This is an optimization exercise on Yosys and OpenROAD, whose aim is small area, not a production implementation. RTL that was checked went through simulation tests only; none was proved equivalent to the original. Function not checked in run 2: the RTL went through the layout flow alone. No activity file was given, so power comes from the tool's default toggle rates.

==> design/flow/design.v <==
`default_nettype none
package kuz_gf_pkg;
  localparam logic [8:0] KUZ_POLY = 9'h1C3;
  typedef logic [7:0] gf_byte_t;
  function automatic gf_byte_t gf_xtime(input gf_byte_t x, input logic [8:0] poly);
    logic [8:0] t;
    t = {x, 1'b0};
    if (t[8]) begin
      t = t ^ poly;
    end
    gf_xtime = t[7:0];
  endfunction
  localparam logic [2047:0] KUZ_EXP_TAB =
    {
    256'h01e191a9b5bbbc5e2ff67bdc6e37fa7ddf8e47c261d189a5b3b85c2e17ea75db,
    256'h8c4623f0783c1e0fe673d86c361bec763bfc7e3ffe7fde6fd66bd46a35fb9c4e,
    256'h27f279dd8fa653c8643219ed97aa55cb844221f199adb7ba5dcf8643c0603018,
    256'h0c0603e070381c0e07e271d98da7b259cd87a251c985a3b0582c160be47239fd,
    256'h9fae57ca65d388442211e995abb45a2df79a4dc78241c181a1b1b9bdbfbe5fce,
    256'h67d269d58ba45229f59bac562bf47a3dff9e4fc663d068341a0de79249c583a0,
    256'h5028140a05e39048241209e593a8542a15eb944a25f3984c2613e8743a1def96,
    256'h4bc46231f99dafb65bcc6633f87c3e1fee77da6dd78a45c38040201008040201
  };
  localparam logic [2047:0] KUZ_LOG_TAB =
    {
    256'h4fcb80cec2f11b136ff657522abeacdc210fb4d12ee2752545d734833a96fe9c,
    256'hefc9bcf4e00d94d50bc75cc57a5eea4aa6608f16b07c8bb86c4c421e08ec69a3,
    256'h636264f9faa865e6a918fb72e7916688197eaa5573b2fc3292bae85a898d6740,
    256'h7f4e1ac1566eab29b320742d3344fd39bbee93df5b0ae9798ea58aaf416b6807,
    256'hcacdf012f551bddb0ed0e124d682959bc8f30cd4c6c45d495f157bb74b1deba2,
    256'h61f8a7e5177190877d54b131b9598c3f4dc06d281f2c4338edde0978a4ae6a06,
    256'hcc1150dacf23819af2d3c34814b61ca1f7e470865330583ebf272b37dd77ad05,
    256'h10d92299d247b5a0e3852f3d26367604d898469f843c3503979e3b029d010000
  };
  function automatic gf_byte_t gf_mul_ref(input gf_byte_t a, input gf_byte_t b,
                                          input logic [8:0] poly);
    gf_byte_t acc;
    gf_byte_t aa;
    acc = 8'h00;
    aa  = a;
    for (int i = 0; i < 8; i++) begin
      if (b[i]) begin
        acc = acc ^ aa;
      end
      aa = gf_xtime(aa, poly);
    end
    gf_mul_ref = acc;
  endfunction
endpackage
`default_nettype wire
`default_nettype none
module gf256_mul_lane
#(
  parameter logic [8:0] POLY = kuz_gf_pkg::KUZ_POLY
) (
  input  logic     clk,
  input  logic     i_ld1_n,
  input  logic     i_val0_n,
  input  logic     i_ld2_n,
  input  logic     i_val1_n,
  input  logic     i_ld3_n,
  input  logic     i_val2_n,
  input  kuz_gf_pkg::gf_byte_t i_a,
  input  kuz_gf_pkg::gf_byte_t i_b,
  output kuz_gf_pkg::gf_byte_t o_p
);
  logic       w_en1;
  logic       w_en2;
  logic       w_en3;
  kuz_gf_pkg::gf_byte_t w_p0;
  kuz_gf_pkg::gf_byte_t r_p1;
  kuz_gf_pkg::gf_byte_t r_p2;
  kuz_gf_pkg::gf_byte_t r_p3;
  gf256_mul_core u_mul (
    .a (i_a),
    .b (i_b),
    .p (w_p0)
  );
  assign w_en1 = !(i_ld1_n || i_val0_n);
  assign w_en2 = !(i_ld2_n || i_val1_n);
  assign w_en3 = !(i_ld3_n || i_val2_n);
  always_ff @(posedge clk) begin
    if (w_en1) begin
      r_p1 <= w_p0;
    end
    if (w_en2) begin
      r_p2 <= r_p1;
    end
    if (w_en3) begin
      r_p3 <= r_p2;
    end
  end
  assign o_p = r_p3;
endmodule
module gf256_mul_core (
  input  logic [7:0] a,
  input  logic [7:0] b,
  output logic [7:0] p
);
  logic am0, bm0, am1, bm1, am2, bm2, am3, bm3, pL00, pL01, pL02, pL03, pL10, pL11, pL12, pL13, pL20, pL21, pL22, pL23, pL30, pL31, pL32, pL33, cL1_0, cL2_0, cL2_1, cL3_0, cL3_1, cL3_2, cL4_0, cL4_1, cL5_0, pH00, pH01, pH02, pH03, pH10, pH11, pH12, pH13, pH20, pH21, pH22, pH23, pH30, pH31, pH32, pH33, cH1_0, cH2_0, cH2_1, cH3_0, cH3_1, cH3_2, cH4_0, cH4_1, cH5_0, pM00, pM01, pM02, pM03, pM10, pM11, pM12, pM13, pM20, pM21, pM22, pM23, pM30, pM31, pM32, pM33, cM1_0, cM2_0, cM2_1, cM3_0, cM3_1, cM3_2, cM4_0, cM4_1, cM5_0, s0, s1, s2, s3, s4, s5, s6, s7, s8, s9, s10, s11, s12, s13, s14, s15, s16, s17, s18, s19, s20, s21, s22, s23, s24, s25, s26, s27, s28, s29;
  gf_xor2 u0 (.a(a[0]), .b(a[4]), .y(am0));
  gf_xor2 u1 (.a(b[0]), .b(b[4]), .y(bm0));
  gf_xor2 u2 (.a(a[1]), .b(a[5]), .y(am1));
  gf_xor2 u3 (.a(b[1]), .b(b[5]), .y(bm1));
  gf_xor2 u4 (.a(a[2]), .b(a[6]), .y(am2));
  gf_xor2 u5 (.a(b[2]), .b(b[6]), .y(bm2));
  gf_xor2 u6 (.a(a[3]), .b(a[7]), .y(am3));
  gf_xor2 u7 (.a(b[3]), .b(b[7]), .y(bm3));
  gf_nand2 u8 (.a(a[0]), .b(b[0]), .y(pL00));
  gf_nand2 u9 (.a(a[0]), .b(b[1]), .y(pL01));
  gf_nand2 u10 (.a(a[0]), .b(b[2]), .y(pL02));
  gf_nand2 u11 (.a(a[0]), .b(b[3]), .y(pL03));
  gf_nand2 u12 (.a(a[1]), .b(b[0]), .y(pL10));
  gf_nand2 u13 (.a(a[1]), .b(b[1]), .y(pL11));
  gf_nand2 u14 (.a(a[1]), .b(b[2]), .y(pL12));
  gf_nand2 u15 (.a(a[1]), .b(b[3]), .y(pL13));
  gf_nand2 u16 (.a(a[2]), .b(b[0]), .y(pL20));
  gf_nand2 u17 (.a(a[2]), .b(b[1]), .y(pL21));
  gf_nand2 u18 (.a(a[2]), .b(b[2]), .y(pL22));
  gf_nand2 u19 (.a(a[2]), .b(b[3]), .y(pL23));
  gf_nand2 u20 (.a(a[3]), .b(b[0]), .y(pL30));
  gf_nand2 u21 (.a(a[3]), .b(b[1]), .y(pL31));
  gf_nand2 u22 (.a(a[3]), .b(b[2]), .y(pL32));
  gf_nand2 u23 (.a(a[3]), .b(b[3]), .y(pL33));
  gf_xor2 u24 (.a(pL01), .b(pL10), .y(cL1_0));
  gf_xnor2 u25 (.a(pL02), .b(pL11), .y(cL2_0));
  gf_xor2 u26 (.a(pL20), .b(cL2_0), .y(cL2_1));
  gf_xnor2 u27 (.a(pL03), .b(pL12), .y(cL3_0));
  gf_xor2 u28 (.a(pL21), .b(pL30), .y(cL3_1));
  gf_xor2 u29 (.a(cL3_0), .b(cL3_1), .y(cL3_2));
  gf_xnor2 u30 (.a(pL13), .b(pL22), .y(cL4_0));
  gf_xor2 u31 (.a(pL31), .b(cL4_0), .y(cL4_1));
  gf_xor2 u32 (.a(pL23), .b(pL32), .y(cL5_0));
  gf_nand2 u33 (.a(a[4]), .b(b[4]), .y(pH00));
  gf_nand2 u34 (.a(a[4]), .b(b[5]), .y(pH01));
  gf_nand2 u35 (.a(a[4]), .b(b[6]), .y(pH02));
  gf_nand2 u36 (.a(a[4]), .b(b[7]), .y(pH03));
  gf_nand2 u37 (.a(a[5]), .b(b[4]), .y(pH10));
  gf_nand2 u38 (.a(a[5]), .b(b[5]), .y(pH11));
  gf_nand2 u39 (.a(a[5]), .b(b[6]), .y(pH12));
  gf_nand2 u40 (.a(a[5]), .b(b[7]), .y(pH13));
  gf_nand2 u41 (.a(a[6]), .b(b[4]), .y(pH20));
  gf_nand2 u42 (.a(a[6]), .b(b[5]), .y(pH21));
  gf_nand2 u43 (.a(a[6]), .b(b[6]), .y(pH22));
  gf_nand2 u44 (.a(a[6]), .b(b[7]), .y(pH23));
  gf_nand2 u45 (.a(a[7]), .b(b[4]), .y(pH30));
  gf_nand2 u46 (.a(a[7]), .b(b[5]), .y(pH31));
  gf_nand2 u47 (.a(a[7]), .b(b[6]), .y(pH32));
  gf_nand2 u48 (.a(a[7]), .b(b[7]), .y(pH33));
  gf_xor2 u49 (.a(pH01), .b(pH10), .y(cH1_0));
  gf_xor2 u50 (.a(pH02), .b(pH11), .y(cH2_0));
  gf_xor2 u51 (.a(pH20), .b(cH2_0), .y(cH2_1));
  gf_xor2 u52 (.a(pH03), .b(pH12), .y(cH3_0));
  gf_xor2 u53 (.a(pH21), .b(pH30), .y(cH3_1));
  gf_xor2 u54 (.a(cH3_0), .b(cH3_1), .y(cH3_2));
  gf_xor2 u55 (.a(pH13), .b(pH22), .y(cH4_0));
  gf_xor2 u56 (.a(pH31), .b(cH4_0), .y(cH4_1));
  gf_xor2 u57 (.a(pH23), .b(pH32), .y(cH5_0));
  gf_nand2 u58 (.a(am0), .b(bm0), .y(pM00));
  gf_nand2 u59 (.a(am0), .b(bm1), .y(pM01));
  gf_nand2 u60 (.a(am0), .b(bm2), .y(pM02));
  gf_nand2 u61 (.a(am0), .b(bm3), .y(pM03));
  gf_nand2 u62 (.a(am1), .b(bm0), .y(pM10));
  gf_nand2 u63 (.a(am1), .b(bm1), .y(pM11));
  gf_nand2 u64 (.a(am1), .b(bm2), .y(pM12));
  gf_nand2 u65 (.a(am1), .b(bm3), .y(pM13));
  gf_nand2 u66 (.a(am2), .b(bm0), .y(pM20));
  gf_nand2 u67 (.a(am2), .b(bm1), .y(pM21));
  gf_nand2 u68 (.a(am2), .b(bm2), .y(pM22));
  gf_nand2 u69 (.a(am2), .b(bm3), .y(pM23));
  gf_nand2 u70 (.a(am3), .b(bm0), .y(pM30));
  gf_nand2 u71 (.a(am3), .b(bm1), .y(pM31));
  gf_nand2 u72 (.a(am3), .b(bm2), .y(pM32));
  gf_nand2 u73 (.a(am3), .b(bm3), .y(pM33));
  gf_xor2 u74 (.a(pM01), .b(pM10), .y(cM1_0));
  gf_xor2 u75 (.a(pM02), .b(pM11), .y(cM2_0));
  gf_xor2 u76 (.a(pM20), .b(cM2_0), .y(cM2_1));
  gf_xor2 u77 (.a(pM03), .b(pM12), .y(cM3_0));
  gf_xor2 u78 (.a(pM21), .b(pM30), .y(cM3_1));
  gf_xor2 u79 (.a(cM3_0), .b(cM3_1), .y(cM3_2));
  gf_xor2 u80 (.a(pM13), .b(pM22), .y(cM4_0));
  gf_xor2 u81 (.a(pM31), .b(cM4_0), .y(cM4_1));
  gf_xor2 u82 (.a(pM23), .b(pM32), .y(cM5_0));
  gf_xor2 u83 (.a(cH5_0), .b(pH33), .y(s0));
  gf_xor2 u84 (.a(cL4_1), .b(pH00), .y(s1));
  gf_xor2 u85 (.a(cL5_0), .b(cH1_0), .y(s2));
  gf_xor2 u86 (.a(cM4_1), .b(s1), .y(s3));
  gf_xor2 u87 (.a(pL33), .b(cH2_1), .y(s4));
  gf_xor2 u88 (.a(cH3_2), .b(s0), .y(s5));
  gf_xor2 u89 (.a(s3), .b(s5), .y(s6));
  gf_xor2 u90 (.a(cH4_1), .b(pM33), .y(s7));
  gf_xor2 u91 (.a(s4), .b(s6), .y(s8));
  gf_xor2 u92 (.a(cM5_0), .b(s2), .y(s9));
  gf_xor2 u93 (.a(pL00), .b(s6), .y(s10));
  gf_xor2 u94 (.a(s9), .b(s10), .y(s11));
  gf_xor2 u95 (.a(cL1_0), .b(pH33), .y(s12));
  gf_xor2 u96 (.a(cL2_1), .b(s9), .y(s13));
  gf_xor2 u97 (.a(s7), .b(s8), .y(s14));
  gf_xor2 u98 (.a(s12), .b(s14), .y(s15));
  gf_xor2 u99 (.a(cL3_2), .b(cH3_2), .y(s16));
  gf_xor2 u100 (.a(s14), .b(s16), .y(s17));
  gf_xor2 u101 (.a(s3), .b(s17), .y(s18));
  gf_xor2 u102 (.a(cM3_2), .b(s17), .y(s19));
  gf_xor2 u103 (.a(cM4_1), .b(s10), .y(s20));
  gf_xor2 u104 (.a(pM00), .b(s20), .y(s21));
  gf_xor2 u105 (.a(s2), .b(s12), .y(s22));
  gf_xor2 u106 (.a(cH4_1), .b(cM1_0), .y(s23));
  gf_xor2 u107 (.a(s22), .b(s23), .y(s24));
  gf_xor2 u108 (.a(cM2_1), .b(s8), .y(s25));
  gf_xor2 u109 (.a(cH5_0), .b(s13), .y(s26));
  gf_xor2 u110 (.a(s25), .b(s26), .y(s27));
  gf_xor2 u111 (.a(cH4_1), .b(s13), .y(s28));
  gf_xor2 u112 (.a(s5), .b(s28), .y(s29));
  assign p[0] = s11;
  assign p[1] = s15;
  assign p[2] = s29;
  assign p[3] = s18;
  assign p[4] = s21;
  assign p[5] = s24;
  assign p[6] = s27;
  assign p[7] = s19;
endmodule
module gf_xor2 (input logic a, input logic b, output logic y);
  assign y = a ^ b;
endmodule
module gf_xnor2 (input logic a, input logic b, output logic y);
  assign y = ~(a ^ b);
endmodule
module gf_nand2 (input logic a, input logic b, output logic y);
  assign y = ~(a & b);
endmodule
module gf_inv1 (input logic a, output logic y);
  assign y = ~a;
endmodule
`default_nettype wire
`default_nettype none
module gf256_mul_pipe
#(
  parameter int         LANES = 16,
  parameter logic [8:0] POLY  = kuz_gf_pkg::KUZ_POLY
) (
  input  logic               clk,
  input  logic               rst,
  input  logic               in_valid,
  output logic               in_ready,
  input  logic [8*LANES-1:0] in_a,
  input  logic [8*LANES-1:0] in_b,
  output logic               out_valid,
  input  logic               out_ready,
  output logic [8*LANES-1:0] out_p
);
  logic r_v1;
  logic r_v2;
  logic r_v3;
  logic w_ld1;
  logic w_ld2;
  logic w_ld3;
  logic [8*LANES-1:0] w_p3;
  assign w_ld3 = !r_v3 || out_ready;
  assign w_ld2    = !r_v2 || w_ld3;
  assign w_ld1    = !r_v1 || w_ld2;
  assign in_ready = w_ld1;
  always_ff @(posedge clk or posedge rst) begin
    if (rst) begin
      r_v1 <= 1'b0;
      r_v2 <= 1'b0;
      r_v3 <= 1'b0;
    end else begin
      if (w_ld1) begin
        r_v1 <= in_valid;
      end
      if (w_ld2) begin
        r_v2 <= r_v1;
      end
      if (w_ld3) begin
        r_v3 <= r_v2;
      end
    end
  end
  genvar gi;
  generate
    for (gi = 0; gi < LANES; gi++) begin : g_lane
      gf256_mul_lane #(
        .POLY (POLY)
      ) u_lane (
        .clk   (clk),
        .i_ld1_n  (!w_ld1),
        .i_val0_n (!in_valid),
        .i_ld2_n  (!w_ld2),
        .i_val1_n (!r_v1),
        .i_ld3_n  (!w_ld3),
        .i_val2_n (!r_v2),
        .i_a   (in_a[8*gi +: 8]),
        .i_b   (in_b[8*gi +: 8]),
        .o_p   (w_p3[8*gi +: 8])
      );
    end : g_lane
  endgenerate
  assign out_valid = r_v3;
  assign out_p     = w_p3;
endmodule
`default_nettype wire
==> design/flow/flow/run.sh <==
#!/bin/bash
# Standard ORFS layout with three changes to how it is built:
#  - the port buffers use the smallest buffer cell (sky130_fd_sc_hd__buf_1)
#    instead of the delay buffer buffer_ports picks by default;
#  - the buffers ABC adds during synthesis are removed at floorplan;
#  - CTS inserts no dummy loads (clock buffers come from CTS_BUF_LIST).
set -euo pipefail
export BUFFER_PORTS_ARGS="-buffer_cell sky130_fd_sc_hd__buf_1"
export REMOVE_ABC_BUFFERS=1
export CTS_ARGS="-sink_clustering_enable -repair_clock_nets -buf_list sky130_fd_sc_hd__clkbuf_4 -sink_clustering_size 10 -sink_clustering_max_diameter 40 -dont_use_dummy_load"
bash standard.sh "BUFFER_PORTS_ARGS=$BUFFER_PORTS_ARGS" "REMOVE_ABC_BUFFERS=$REMOVE_ABC_BUFFERS" "CTS_ARGS=$CTS_ARGS" finish > make_finish.log 2>&1
==> design/flow/standard.sh <==
#!/bin/bash
# synth_recipe.tcl (not shown) runs the flow's synth.tcl, then flattens the netlist and writes it again
# the make line also repeats each setting of config.mk as NAME=value (left out here)
make -C /OpenROAD-flow-scripts/flow DESIGN_CONFIG=/design/flow/config.mk WORK_HOME=/design/flow/orfs CLKGATE_MAP_FILE= SYNTH_SCRIPT=/design/flow/synth_recipe.tcl "${@:-finish}"
==> design/flow/config.mk <==
export PLATFORM = sky130hd
export DESIGN_NAME = gf256_mul_pipe
export DESIGN_NICKNAME = gf256_mul_pipe
export VERILOG_FILES = /design/flow/design.v
export SDC_FILE = /design/flow/constraint.sdc
export NUM_CORES = 4
export LEC_CHECK = 0
export CAP_MARGIN = 20
export CELL_PAD_IN_SITES_DETAIL_PLACEMENT = 0
export CELL_PAD_IN_SITES_GLOBAL_PLACEMENT = 0
export CORE_MARGIN = 2
export CORE_UTILIZATION = 70
export CTS_BUF_LIST = sky130_fd_sc_hd__clkbuf_4
export GPL_TIMING_DRIVEN = 0
export PLACE_DENSITY = 0.8
export SLEW_MARGIN = 20
export SYNTH_HIERARCHICAL = 1
export SYNTH_MINIMUM_KEEP_SIZE = 0
==> design/flow/constraint.sdc <==
create_clock -name core_clock -period 4.0 [get_ports {clk}]
set_input_delay 0.8000 -clock core_clock [delete_from_list [all_inputs] [get_ports {clk}]]
set_output_delay 0.8000 -clock core_clock [all_outputs]
set_load 0.01 [all_outputs]
==> results.toml, run 1 <==
[timing]
tightest_slew_ns = 1.11
finClkSkew_ns = 0.0363
hold_viol = 0
relSlewSlack = 0.262
min_period_over_period = 0.849
whs_ns = 0.388
finalSetupViolCount = 0
rsz0062_at_grt = "no"
slew_viol_final = 0
max_clock_freq_ghz = 0.294
min_period_ns = 3.40
setup_slack_ns = 0.604

[global_routing]
antenna_found_initial = 1
grt_remaining_overflow = 0
busiest_layer = "met2"
grtUsageMet2 = 0.480
grt_pass1_vias = 16200
grt_max_degree = 23
grt_pass1_wl_um = 79300
grt_usage = 0.273
grt.met3_usage = 0.0629
met1_usage = 0.335

[critical_path]
cpLargestDelayFamily = "XOR/XNOR gates"
ff2ff_setup_slack_ns = 1.53
crit_path_start_kind = "input port"
critPathMaxStageDelay_ns = 0.44
crit_path_top_delay_cell = "xor2_1"
criticalPathCategory = "input port to flop"
worstPathMaxFanout = 5
arrival_ns = 3.78
crit_required_ns = 4.39
cp_cell_sequence = "buf_1, xor2_1, nand2_1, xor2_1, xor2_1, xor2_1, xor2_1, xor2_1, xor2_1, xor2_1, xor2_1"
end_kind = "flop"
path_common_cell = "xor2_1"
crit_buf_inv = 1

[die]
core_area_um2 = 34700
dieWidth_um = 192
die_y_um = 192
initial_utilization = 0.715
ios = 390
row_count = 68
dieArea_um2 = 37000

[yosys]
synth.area.top_cells = "edfxtp_1, xor2_1, nand2_1"
ys.warnings.count = 8
synth_commonest_cells = "xor2_1, nand2_1, edfxtp_1"
synth_cell_type_count = 15
ys_seq_area_frac = 0.468
yosysTopAreaCellShare = 0.465
synth_edf_count = 384
async_flop_share = 0.00775
yosysTopAreaCell = "edfxtp_1"
syn-cell-area_um2 = 24800
synth_seq_cells = 387
syn_inst = 2383
syn_avg_cell_area_um2 = 10.4
yosysMostFrequentCell = "xor2_1"
synth_ff_type = "edfxtp_1"

[power_and_ir_drop]
leakagePower_nw = 10.1
fin_total_pwr_w = 0.0146
p_per_area_nw_per_um2 = 555
peakVddDrop_v = 0.000303

[run_status]
status = "finished clean"

[layout]
drive_gt1_frac = 0.0186
fill_cells = 2447
nets = 2953
area_growth_pct = 5.76

[routing]
drtAntennaViolNets = 0
vias_per_cell = 5.25
vias = 16500
wl_um = 50900
drc = 0
wl_per_cell_um = 16.2
drt-pass1-iter-count = 5
drt_iter0_markers = 940

[clocking]
cts_buffer_depth = 3
clkSinkCount = 387
cts_buffers = 47
root_buffer = "clkbuf_4"
cts_htree_levels = 2
cts_hold_buf = 1
cts_setup_buffers = 0
insertion_delay_ns = 0.63
cts-resized-gates = 0
clk_pin_slew_ns = 0.10
cts_tree = "yes"

[place]
hpwlAfterDp_um = 40900
pre_cts_slack_ns = -0.0114
gp_congestion = 0.965
io_buffers = 389

[hold_path]
hp-class = "flop to flop"

[flow_run]
maxCapViolCount = 0
-- worst reg2reg max path, delay by kind of cell, from the launching register on --
kind | cells | cell delay, ns
AND/OR/NAND/NOR | 3 | 1.75
flip-flops | 1 | 0.35
-- per-stage QoR --
step            util  instances  area [µm²]  setup TNS [ns]
6_report       0.756       3148       26200               0
5_1_grt        0.756       3148       26200               0
4_1_cts        0.756       3146       26200               0
3_5_place_dp   0.745       3098       25900         -0.0114
3_3_place_gp   0.745       3098       25900               0
2_1_floorplan      -       2254       23800               0
-- placed cells by master, fill, tap and decap left out, types with 2 or more instances in the layout --
cell type,synthesis,layout
diode_2,0,2
nor2_1,48,48
clkbuf_4,0,47
xnor2_1,48,48
dfrtp_1,3,3
xor2_1,992,992
inv_1,4,4
buf_1,0,389
edfxtp_1,384,384
nand2_1,768,768
-- final timing paths --
kind                                           from                       end  depth (start not counted)
max reg2reg                                    r_v3  g_lane[9].u_lane.r_p1[4]                          3
max in group asynchronous                       rst                      r_v3                          3
min reg2reg                g_lane[9].u_lane.r_p1[4]  g_lane[9].u_lane.r_p2[4]                          0
min in group asynchronous                       rst                      r_v1                          3
min                        g_lane[9].u_lane.r_p1[4]  g_lane[9].u_lane.r_p2[4]                          0
max                                        in_b[74]  g_lane[9].u_lane.r_p1[3]                         11
-- per-module statistics from Yosys (local to each module, per instance), excerpt --
module          cell area [µm²]  times used  flip-flops and latches  cells
gf_xnor2                   8.76          48                       0      1
gf_nand2                   3.75         768                       0      1
gf256_mul_core             60.1          16                       0      8
gf_xor2                    8.76         992                       0      1
gf256_mul_pipe              153           1                       3     15
-- power breakdown --
group | internal, W | switching (W)
combinational | 0.00223 | 0.00367
sequential | 0.00670 | 0.000338
clock | 0.000541 | 0.00108
total | 0.00947 | 0.00509
-- logic make-up (layout without fill, tap and decap cells) --
logic type,Yosys count,after routing,share of synthesized area
DFF,387,387,0.468
xor gates and xnor gates,1040,1040,0.367
buffers and inverters,133,441,0.0396
other,0,2,0
and+or+nand+nor,821,821,0.125
AOI/OAI and AO/OA,2,2,0.000656
-- registers in the layout (all words and copies together), names as in the netlist --
signal,count
g_lane.u_lane.r_p1,128
g_lane.u_lane.r_p2,128
g_lane.u_lane.r_p3,128
r_v1,1
r_v2,1
r_v3,1
-- area by class of cell --
cell class                 count  area (µm²)  area share
clock buffer                  47         353      0.0134
antenna                        2        5.00    0.000191
inverter                       4        15.0    0.000572
multi-input combinational   1863       12200       0.466
timing repair buffer         390        1470      0.0560
tap                          455         569      0.0217
sequential                   387       11600       0.442
-- metal layers --
metal / part of all wire / wire length (µm)
met5: 0 / 0
met4: 0.029 / 1500
met3: 0.085 / 4300
met2: 0.50 / 25200
met1: 0.39 / 19800
==> run 2: changes to the inputs <==
--- a/design/flow/design.v
+++ b/design/flow/design.v
@@ -53,27 +53,33 @@
 #(
-  parameter logic [8:0] POLY = kuz_gf_pkg::KUZ_POLY
+  parameter logic [8:0] POLY = kuz_gf_pkg::KUZ_POLY,
+  parameter int         NB   = 2
 ) (
-  input  logic     clk,
-  input  logic     i_ld1_n,
-  input  logic     i_val0_n,
-  input  logic     i_ld2_n,
-  input  logic     i_val1_n,
-  input  logic     i_ld3_n,
-  input  logic     i_val2_n,
-  input  kuz_gf_pkg::gf_byte_t i_a,
-  input  kuz_gf_pkg::gf_byte_t i_b,
-  output kuz_gf_pkg::gf_byte_t o_p
+  input  logic            clk,
+  input  logic            i_ld1_n,
+  input  logic            i_val0_n,
+  input  logic            i_ld2_n,
+  input  logic            i_val1_n,
+  input  logic            i_ld3_n,
+  input  logic            i_val2_n,
+  input  logic [8*NB-1:0] i_a,
+  input  logic [8*NB-1:0] i_b,
+  output logic [8*NB-1:0] o_p
 );
-  logic       w_en1;
-  logic       w_en2;
-  logic       w_en3;
-  kuz_gf_pkg::gf_byte_t w_p0;
-  kuz_gf_pkg::gf_byte_t r_p1;
-  kuz_gf_pkg::gf_byte_t r_p2;
-  kuz_gf_pkg::gf_byte_t r_p3;
-  gf256_mul_core u_mul (
-    .a (i_a),
-    .b (i_b),
-    .p (w_p0)
-  );
+  logic            w_en1;
+  logic            w_en2;
+  logic            w_en3;
+  logic [8*NB-1:0] w_p0;
+  logic [8*NB-1:0] r_p1;
+  logic [8*NB-1:0] r_p2;
+  logic [8*NB-1:0] r_p3;
+  genvar gb;
+  generate
+    for (gb = 0; gb < NB; gb++) begin : g_byte
+      gf256_mul_core u_mul (
+        .a (i_a[8*gb +: 8]),
+        .b (i_b[8*gb +: 8]),
+        .p (w_p0[8*gb +: 8])
+      );
+    end : g_byte
+  endgenerate
   assign w_en1 = !(i_ld1_n || i_val0_n);
@@ -279,7 +285,9 @@
   end
+  localparam int LANE_GRP = 2;
   genvar gi;
   generate
-    for (gi = 0; gi < LANES; gi++) begin : g_lane
+    for (gi = 0; gi < LANES / LANE_GRP; gi++) begin : g_lane
       gf256_mul_lane #(
-        .POLY (POLY)
+        .POLY (POLY),
+        .NB   (LANE_GRP)
       ) u_lane (
@@ -292,5 +300,5 @@
         .i_val2_n (!r_v2),
-        .i_a   (in_a[8*gi +: 8]),
-        .i_b   (in_b[8*gi +: 8]),
-        .o_p   (w_p3[8*gi +: 8])
+        .i_a   (in_a[8*LANE_GRP*gi +: 8*LANE_GRP]),
+        .i_b   (in_b[8*LANE_GRP*gi +: 8*LANE_GRP]),
+        .o_p   (w_p3[8*LANE_GRP*gi +: 8*LANE_GRP])
       );
==> results.toml, run 2 <==
[run_status]
status = "finished clean"

[global_routing]
grt_usage = 0.262
grt_max_degree = 17
antenna_found_initial = 19
grt_remaining_overflow = 0
grt_pass1_vias = 15900
grt_pass1_wl_um = 76400

[die]
row_count = 68
dieWidth_um = 192
initial_utilization = 0.714
core_area_um2 = 34600
dieArea_um2 = 36800
die_y_um = 192
ios = 390

[critical_path]
worstRegToRegCells = 4
reg2reg_to = "g_lane[5].u_lane.r_p1[4]"
r2r-start = "r_v3"
arrival_ns = 3.71
crit_required_ns = 4.40
criticalPathCategory = "input port to flop"
end_kind = "flop"
worstPathMaxFanout = 5
ff2ff_setup_slack_ns = 1.51
crit_path_start_kind = "input port"

[routing]
drt_iter0_markers = 743
vias_per_cell = 5.15
drt-pass1-iter-count = 7
drc = 0
drtAntennaViolNets = 0
wl_per_cell_um = 15.5
vias = 16200
wl_um = 48900

[place]
io_buffers = 389
hpwlAfterDp_um = 39500
gp_congestion = 0.924
dp.cells = 3082
placed_cell_area_um2 = 25900

[yosys]
synth_seq_cells = 387
synth_cell_type_count = 15
ys_seq_area_frac = 0.469
synth.area.top_cells = "edfxtp_1, xor2_1, nand2_1"
syn_avg_cell_area_um2 = 10.5
async_flop_share = 0.00775
yosysTopAreaCellShare = 0.466
syn-cell-area_um2 = 24700
synth_commonest_cells = "xor2_1, nand2_1, edfxtp_1"
synth_edf_count = 384
yosysTopAreaCell = "edfxtp_1"
ys.warnings.count = 8
yosysMostFrequentCell = "xor2_1"
synth_ff_type = "edfxtp_1"
syn_inst = 2359

[timing]
min_period_over_period = 0.828
rsz0062_at_grt = "no"
timing.setup.tns_ns = 0
finalSetupViolCount = 0
relSlewSlack = 0.431
finClkSkew_ns = 0.0984
whs_ns = 0.319
slew_viol_final = 0
hold_viol = 0
tightest_slew_ns = 0.852
min_period_ns = 3.31
max_clock_freq_ghz = 0.302

[clocking]
cts_htree_levels = 2
cts_buffer_depth = 3
cts_buffers = 48
clkSinkCount = 387
cts_tree = "yes"
clk_pin_slew_ns = 0.09
cts_setup_buffers = 0
root_buffer = "clkbuf_4"
insertion_delay_ns = 0.72

[layout]
area_growth_pct = 6.32
nets = 2938
fin_util = 0.759
drive_gt1_frac = 0.0277
final_common_cell = "xor2_1"
ff_latch_area_um2 = 11600
multiInputGateArea_um2 = 12200
stdcell_area_um2 = 26300
stdcell_count = 3143
reg.largest.list = "g_lane.u_lane.r_p1 (128), g_lane.u_lane.r_p2 (128), g_lane.u_lane.r_p3 (128)"
fill_cells = 2410
final_cell_mix = "xor2_1, nand2_1, buf_1, edfxtp_1"

[hold_path]
hp-start = "g_lane[3].u_lane.r_p1[4]"
holdPathEnd = "g_lane[3].u_lane.r_p2[4]"
min_delay_path_depth = 0
hp-class = "flop to flop"

[power_and_ir_drop]
peakVddDrop_v = 0.000310
p_per_area_nw_per_um2 = 553
leakagePower_nw = 10.1

[flow_run]
maxCapViolCount = 0
==> run 2: changes by cell type after synthesis, sizes merged <==
cell / delta
nor2: -24
==> run 2: cell families after synthesis <==
family / count (synthesis) / synth area share
flops: 387 / 0.469
xor+xnor: 1040 / 0.368
simple gates: 797 / 0.122
buf+inv: 133 / 0.0398
compound gates: 2 / 0.000658
==> run 2: modules after synthesis, one instance, submodules excluded, excerpt <==
module | cell area [µm²] | cells
gf256_mul_pipe | 153 | 15
gf256_mul_core | 60.1 | 8
gf_xnor2 | 8.76 | 1
gf_xor2 | 8.76 | 1
gf_nand2 | 3.75 | 1
==> run 2: metal layers <==
metal	GRT usage	vias to the layer above	part of all wire
met5	0	-	0.0024
met4	0.0985	16	0.029
met3	0.0760	115	0.093
met2	0.447	516	0.49
met1	0.317	7521	0.38
li1	-	8028	-
==> run 2: power breakdown <==
group | switching, W | internal (W)
clock | 0.00113 | 0.000550
combinational | 0.00360 | 0.00223
sequential | 0.000328 | 0.00670
==> run 2: critical path: stages <==
cell,delay [ns]
buf_1,0.23
xor2_1,0.39
nand2_1,0.12
xor2_1,0.17
xor2_1,0.26
xor2_1,0.32
xor2_1,0.32
xor2_1,0.32
xor2_1,0.29
xor2_1,0.34
xor2_1,0.13
==> run 2: cell type report <==
cell class / count / share of cell area
multi-input cells: 1839 / 0.463
flip-flops and latches: 387 / 0.442
repair buffers: 398 / 0.0582
well taps: 455 / 0.0217
clock buffers: 48 / 0.0137
diodes: 12 / 0.00114
inverters: 4 / 0.000571
==> run 2: worst max path at each step <==
stage	from	to	slack, ns	cells after the start
2_1_floorplan	in_a[14]	g_lane[0].u_lane.r_p1[11]	0.86	10
3_3_place_gp	in_a[22]	g_lane[1].u_lane.r_p1[3]	0.30	11
3_5_place_dp	in_a[81]	g_lane[5].u_lane.r_p1[3]	0.11	11
4_1_cts	in_a[21]	g_lane[1].u_lane.r_p1[3]	0.82	11
5_1_grt	in_a[21]	g_lane[1].u_lane.r_p1[3]	0.58	11
6_report	in_a[17]	g_lane[1].u_lane.r_p1[3]	0.69	11
==> run 2: per-stage QoR <==
| stage | setup slack [ns] | power, W |
|---|---|---|
| final | 0.687 | 0.0145 |
| after global routing | 0.582 | 0.0155 |
| after CTS | 0.819 | 0.0146 |
| after detailed placement | 0.108 | 0.0130 |
| after global placement | 0.295 | 0.0126 |
| after floorplan | 0.862 | 0.0115 |
==> run 2: what timing repair did <==
action	in CTS	in global routing
hold endpoints to repair	3	0
resized for setup	0	0
hold buffers	1	0

[separate check: timing with driven ports]
The results above use ideal ports. As a check the final layouts listed here were re-extracted and re-timed, cells and wires unchanged.
Step 1 (the two cells are an assumption about what drives the block):
set clk [get_ports {clk}]
set_driving_cell -lib_cell sky130_fd_sc_hd__clkbuf_16 $clk
set_driving_cell -lib_cell sky130_fd_sc_hd__buf_2 [delete_from_list [all_inputs] $clk]
Step 2, shift: input delay + t, output delay - t, t = (earliest + latest rising clock arrival at the registers) / 2. This alone moves slack from input paths to output paths.
Slacks: no drivers / after step 1 / after step 2; pairs: no drivers / after step 1.
run | shift t [ns] | setup WS [ns] | worst slew at a driven data input, ns | cell pins on the clock port's net
run 1 | 0.666 | 0.604 / 0.624 / -0.043 | 0.06 | 1
run 2 | 0.715 | 0.687 / 0.699 / -0.015 | 0.09 | 1
With both steps, setup timing fails in run 1 and run 2, where it was met with ideal ports. For run 2, which loses most, drivers alone change the setup slack by +0.012 ns; drivers and shift together by -0.702 ns.
